What follows belongs to an exercise in optimizing a design on an open flow for small area and a short achievable clock period; a production flow would make more cautious choices. The RTL was checked by simulation tests, not by an equivalence proof against the original design.

## flow/design.v (module list and top-level ports; edited modules follow where they fit)
// module grad_top: 175 lines
// module absdiff_v: 134 lines
// module absdiff_h: 134 lines
// module sqsum: 23 lines
// module times3: 64 lines
// module div_r0: 207 lines
// module div_r1: 221 lines
// module sq_r0: 12 lines
// module sq_r1: 26 lines
// module div_r2: 218 lines
// module div_r3: 218 lines
// module div_r4: 218 lines
// module div_r5: 218 lines
// module div_r6: 218 lines
// module sq_r2: 34 lines
// module sq_r3: 42 lines
// module sq_r4: 51 lines
// module sq_r5: 62 lines
// module sq_r6: 70 lines
// module sq_r7: 78 lines
// module sq_r8: 87 lines
// module sq_r9: 91 lines
// module div_r7: 74 lines
// module div_r8: 218 lines
// module tan_pre: 14 lines
// module div_r9: 147 lines
// module sq_r10: 100 lines
// module sq_r11: 111 lines
// module sq_r12: 81 lines
module grad_top (
    input  wire logic        clk,
    input  wire logic        rst,
    input  wire logic        in_valid,
    input  wire logic        sof,
    input  wire logic [7:0]  pixel,
    output logic             out_valid,
    output logic [32:0]      grad
);
  // ...
==> flow/flow/run.sh <==
#!/bin/bash
# The standard layout (the standard.sh: ORFS with the standard synthesis
# and the standard flow's config.mk and SDC), with a larger setup margin for ORFS's timing
# repair so that it keeps shortening paths past the design's generous period.
set -euo pipefail
MARGIN=$(cat flow/margin.txt)
bash standard.sh SETUP_SLACK_MARGIN=$MARGIN finish > standard.log 2>&1
==> flow/flow/margin.txt <==
15
==> flow/standard.sh <==
#!/bin/bash
# synth_recipe.tcl (not shown) runs the flow's synth.tcl, then flattens the netlist and writes it again
# the make line also repeats each setting of config.mk as NAME=value (left out here)
make -C /OpenROAD-flow-scripts/flow DESIGN_CONFIG=/design/flow/config.mk WORK_HOME=/design/flow/orfs CLKGATE_MAP_FILE= SYNTH_SCRIPT=/design/flow/synth_recipe.tcl "${@:-finish}"
==> flow/config.mk <==
export PLATFORM = sky130hd
export DESIGN_NAME = grad_top
export DESIGN_NICKNAME = grad_top
export VERILOG_FILES = /design/flow/design.v
export SDC_FILE = /design/flow/constraint.sdc
export NUM_CORES = 4
export LEC_CHECK = 0
export CAP_MARGIN = 20
export CORE_MARGIN = 2
export CORE_UTILIZATION = 40
export SLEW_MARGIN = 20
export SYNTH_HIERARCHICAL = 1
==> flow/constraint.sdc <==
create_clock -name core_clock -period 26.0 [get_ports {clk}]
set_input_delay 5.2000 -clock core_clock [delete_from_list [all_inputs] [get_ports {clk}]]
set_output_delay 5.2000 -clock core_clock [all_outputs]
set_load 0.01 [all_outputs]
==> notes.md, run 1 <==
* Met1 Usage GRT at a little over a fifth
* Area leader, netlist: edfxtp_1
* WL met1 at about 31000 µm
* Die area at around 0.08 mm²
* Post-synthesis cell type count at 140
* Post-Layout Cell Count at around 4200
* Multi-input logic area at 0.0188 mm²
* Final global-route overflow total at 0
* Status: timing/DRC/antenna clean
* # diodes at 0
* Layout cells sized above 1 at 22.5%
* Number of flops mapped to enable cells by yosys at a little over 300
* Most common library cells after synthesis: inv_1, edfxtp_1, buf_4
* Hold crit path type: flop to flop
* Final clock-cell share at a little under 4%
* Initial core utilization at 40.5%
* Placed cell areas at roughly 0.032 mm²
* Critical path's slowest cell: o41ai_4
* Post-DP HPWL at 43300 µm
* Fin area at between 0.03 and 0.04 mm²
* Number of flip-flops in the largest register at between 200 and 300
* Hold Violations, Final at 0
* Final setup skew at 0.0349 ns
* CTS buffer count at 43
* Synth Area in Compound Gates at roughly 14%
* Highest Signal Layer: met4
* Postcts setup bufs at 100
* Vias in the first global route at between 20000 and 25000
* Syn Area/Cell at between 10 and 15 µm²
* First-pass GRT wire length at about 110000 µm
* Routability Congestion at about 0.81
* Logic inverters at about 380
Testbench counts, summed over its fixed seeds: latency cycles 75,055, results 75,055.
==> inputs of run 2 (changes only) <==
==> flow/flow/margin.txt (replaced) <==
14.5
==> run 2 against run 1 <==
Still clean on timing, DRC and antenna. Global-route usage about the same. Register-to-register slack got worse by 0.28 ns. Flip-flop and latch count unchanged. Synthesized cell count unchanged. Critical endpoint is now grad[7]. Largest cell class unchanged.
==> notes.md, run 2 <==
* Synth warn at 8 (unchanged)
* Status: timing/DRC/antenna clean (unchanged)
* Hold EP: r2_q[1]$_DFF_P_ (was r2_q[2]$_DFF_P_)
* Commonest non-fill, non-tap cell in the layout: inv_1 (unchanged)
* Async set-reset flop share out of synthesis at 0% (unchanged)
* 1st-iter DRT viols at 1286 (was 1046)
* Worst slew margin relative to its limit at 38.5% (was 33.6%)
* Layout cells sized above 1 at 19.8% (was 22.5%)
* Worst endpoint data arrival time at 6.24 ns (was 6.12 ns)
* Clock Path Buffers at 3 (unchanged)
* Die area at 0.0809 mm² (unchanged)
* First-pass GRT wire length at 106000 µm (about the same)
* Hold crit path type: flop to flop (unchanged)
* Post-synth top area share at 29.4% (unchanged)
* Core Region at 0.0777 mm² (unchanged)
* Worst-margin pin slew at 0.923 ns (was 0.996 ns)
* Post-synthesis cell type count at 140 (unchanged)
* Dpl ws at 12.78 ns (was 12.80 ns)
* Top Registers: sr x256, r1_M x14, r2_q x14 (unchanged)
* # diodes at 0 (unchanged)
* Io pins at 46 (unchanged)
* Crit Path Category: flop to output port (unchanged)
* Final setup vio count at 0 (unchanged)
* Worst hold slack at 0.325 ns (was 0.313 ns)
* Total GRT Usage at 15.7% (was 15.6%)
* Count leader, synth: inv_1 (unchanged)
* Most common library cells after synthesis: inv_1, edfxtp_1, buf_4 (unchanged)
* Top_reg_cell synth: edfxtp_1 (unchanged)
* Setup crit end kind: output port (unchanged)
* R2R Setup Slk at 14.95 ns (was 15.23 ns)
* Vias in the first global route at 20400 (was 20500)
* Largest cells by area after synthesis: edfxtp_1, fa_1, buf_4, dfxtp_1, inv_1 (unchanged)
* Clock latency (worst-skew pair) at 0.57 ns (was 0.59 ns)
* Synth Area in Compound Gates at 14.3% (unchanged)
* Layout Area Growth over Synthesis at 12.0% (was 13.9%)
* Min-delay src: r1_q[1]$_DFFE_PP_ (was r1_q[2]$_DFFE_PP_)
* Final global-route overflow total at 0 (unchanged)
* CP max FO at 6 (was 5)
* Die width at 284 µm (unchanged)
* Final nets at 3305 (was 3359)
* WL final at 64700 µm (was 65000 µm)
* Post-DP HPWL at 44100 µm (was 43300 µm)
* Hold Violations, Final at 0 (unchanged)
* Synth Area in XOR/XNOR at 5.79% (unchanged)
* Avg WL per Cell at 15.6 µm (was 15.5 µm)
* Vias at 21100 (was 21400)
* Setup_tns at 0 ns (unchanged)
* Netlist Area Pre-Place at 0.0315 mm² (unchanged)
* Area share of fa/ha/maj cells after synthesis at 14.6% (unchanged)
* Number of flip-flops in the largest register at 256 (unchanged)
* RSZ-0062 raised after global routing: true (unchanged)
* Reg2reg end: r2_rem[2]$_DFF_P_ (was r2_rem[9]$_DFF_P_)
* Post-synthesis sequential area ratio at 33.9% (unchanged)
* Fin crit share at 44.0% (was 43.5%)
* Post-synthesis simple-gate area fraction at 14.6% (unchanged)
* Routability Congestion at 0.826 (was 0.812)
* Most flop-heavy register: sr (unchanged)
* Row cnt at 102 (unchanged)
* Largest family of logic cells by synthesized area: simple AND/OR/NAND/NOR gates (unchanged)
* Hold depth at 0 (unchanged)
* Multiplexer area fraction after synthesis at 6.46% (unchanged)
* Fin area at 0.0352 mm² (was 0.0358 mm²)
* Max_cap viols at 0 (unchanged)
* Initial core utilization at 40.5% (unchanged)
* Slew Limit Fails at 0 (unchanged)
* Area leader, netlist: edfxtp_1 (unchanged)
* Antenna-violating nets left at 0 (unchanged)
* CTS buffer count at 42 (was 43)
* Placed cell areas at 0.0318 mm² (about the same)
* Most frequent cells in the layout: inv_1, edfxtp_1, nor2_1, nand2_1 (was inv_1, edfxtp_1, buf_4, nor2_1, nand2_1)
* CTS Sinks at 379 (unchanged)
* Maximum level of the CTS H-tree at 2 (unchanged)
* Startpoint types: flop (unchanged)
* Largest net degree at the start of global routing at 118 (was 123)
* Syn Area/Cell at 10.2 µm² (unchanged)
* Cells on worst reg2reg path at 46 (was 51)
* Antenna violations before repair at 1 (unchanged)
* CTS tree: done (unchanged)
* Max Fclk at 87.4 MHz (was 88.4 MHz)
* Register clock-pin slew on the reported worst setup and hold paths at 0.06 ns (about the same)
* Critical Path RT at 20.80 ns (about the same)
* Tmin final at 11.44 ns (was 11.32 ns)
* Via-to-Cell Ratio at 5.10 (was 5.09)
* Final setup skew at 0.0338 ns (was 0.0349 ns)
* R2R Path Start: r1_M[1]$_DFFE_PP_ (was r1_M[0]$_DFFE_PP_)
* DRC at 0 (unchanged)
* Gate Count Post-Synth at 3082 (unchanged)
* Root Buffer: clkbuf_16 (unchanged)
* Seq cells post-synth at 379 (unchanged)
* Final worst setup slack at 14.56 ns (was 14.68 ns)
* IO Port Bufs at 45 (unchanged)
* TritonRoute pass-1 iters at 5 (unchanged)
* Die height at 284 µm (unchanged)
* Number of flops mapped to enable cells by yosys at 308 (unchanged)
## run 2: cell count changes in the layout (fill, tap and decap cells not counted), sizes merged, moves of 3 or more
cell,before,now
buf,226,171
dlymetal6s2s,0,3
clkinv,21,15
bufinv,2,8
clkbuf,54,49
## run 2: kinds of logic after synthesis
family,after synthesis
adders and majority gates,302
other,1
buffers and inverters,632
AOI/OAI and AO/OA,531
DFF,379
and+or+nand+nor,836
xor gates and xnor gates,207
muxes,194
## run 2: worst max-delay path by stage
| stage | startpoint | endpoint | cells past startpoint |
|---|---|---|---|
| finish | r2_D[1]$_DFF_P_ | grad[7] | 26 |
| global route | r2_R[0]$_DFF_P_ | grad[7] | 31 |
| CTS | r2_R[0]$_DFF_P_ | grad[14] | 30 |
| detailed placement | r1_root[1]$_DFFE_PP_ | r2_rem[9]$_DFF_P_ | 45 |
| global placement | r1_root[1]$_DFFE_PP_ | r2_rem[9]$_DFF_P_ | 45 |
| floorplan | pixel[0] | r1_rem[1]$_DFFE_PP_ | 29 |
## run 2: repair_timing
| item | 4_1_cts | 5_1_grt |
|---|---|---|
| setup endpoints to repair | 57 | 54 |
| setup buffers | 67 | 58 |
| resized for setup | 150 | 156 |
| pin swaps | 32 | 62 |
| hold buffers | 0 | 0 |
| cloned | 2 | 0 |
## run 2: critical path: stages (launching register included)
cell and delay (ns):
dfxtp_4 0.35, fa_2 0.44, nor2b_4 0.15, o41ai_4 0.09
buf_4 0.16, fa_1 0.37, xor2_1 0.18, nand3_2 0.15
xnor2_4 0.20, nor2b_1 0.09, maj3_1 0.36, maj3_2 0.34
a31oi_2 0.17, nand2_2 0.12, mux2i_1 0.15, xnor2_1 0.21
inv_2 0.10, a221o_1 0.36, a211o_1 0.26, a32oi_2 0.24
a31oi_2 0.09, nor2_2 0.16, ha_4 0.18, buf_12 0.11
buf_12 0.11, mux2_2 0.36, buf_4 0.17
## run 2: layout make-up
| type | count | area, µm² |
|---|---|---|
| clock inverters | 29 | 412 |
| clock buffers | 48 | 1120 |
| well taps | 1040 | 1300 |
| inverters | 381 | 1450 |
| flip-flops and latches | 379 | 10700 |
| multi-input cells | 2074 | 18500 |
| fillers | 7219 | 42500 |
| repair buffers | 196 | 1720 |
## run 2: per-stage QoR
stage	std cells	util, %
finish	4147	45.3
global route	4147	45.3
CTS	4089	44.0
detailed placement	3943	40.9
global placement	3943	40.9
floorplan	3083	-
## run 2: routing by layer
metal	wire length [µm]	up-vias	track usage [%]
met2	30200	254	26.0
met5	0	-	0
li1	-	10500	-
met3	1800	65	1.82
met4	943	0	3.11
met1	31700	10300	22.0
## run 2: per-module statistics from Yosys (local to each module, per instance), a selection
| module | copies in the design | cells inside | area (µm²) | flip-flops and latches |
|---|---|---|---|---|
| grad_top | 1 | 434 | 11100 | 379 |
| div_r8 | 1 | 158 | 1190 | 0 |
| div_r2 | 1 | 158 | 1190 | 0 |
| sq_r11 | 1 | 96 | 696 | 0 |
| absdiff_h | 1 | 90 | 672 | 0 |
| sq_r6 | 1 | 53 | 427 | 0 |
| sq_r3 | 1 | 29 | 236 | 0 |
| sq_r12 | 1 | 31 | 205 | 0 |
| sq_r2 | 1 | 26 | 199 | 0 |
| sq_r0 | 1 | 4 | 26.3 | 0 |

afterwards: timing with drivers on the ports:
No port has a modelled driver above. Below, the same layouts with a new extraction and two added sets of constraints.
Step 1, drivers: a clkbuf_16 drives clk and a buf_2 each remaining input, both assumed.
Step 2 times the ports against the registers' clock, not the clock port: input delays grow and output delays shrink by t, the midpoint of the rising clock arrivals with the driver on.
Three values: no drivers, after step 1, after step 2; two values: the first two.
| run | t (ns) | slack for setup (ns) | worst setup path after step 2 | latest minus earliest clock arrival (ns) | worst data-port slew with drivers (ns) |
|---|---|---|---|---|---|
| run 1 | 0.633 | 14.682 / 14.624 / 14.106 | input to register | 0.038 / 0.039 | 0.06 |
| run 2 | 0.619 | 14.560 / 14.500 / 14.102 | input to register | 0.045 / 0.045 | 0.05 |
After both steps setup and hold are still met in every run listed. For run 1, which loses most, drivers alone change the setup slack by -0.058 ns; drivers and shift together by -0.576 ns.
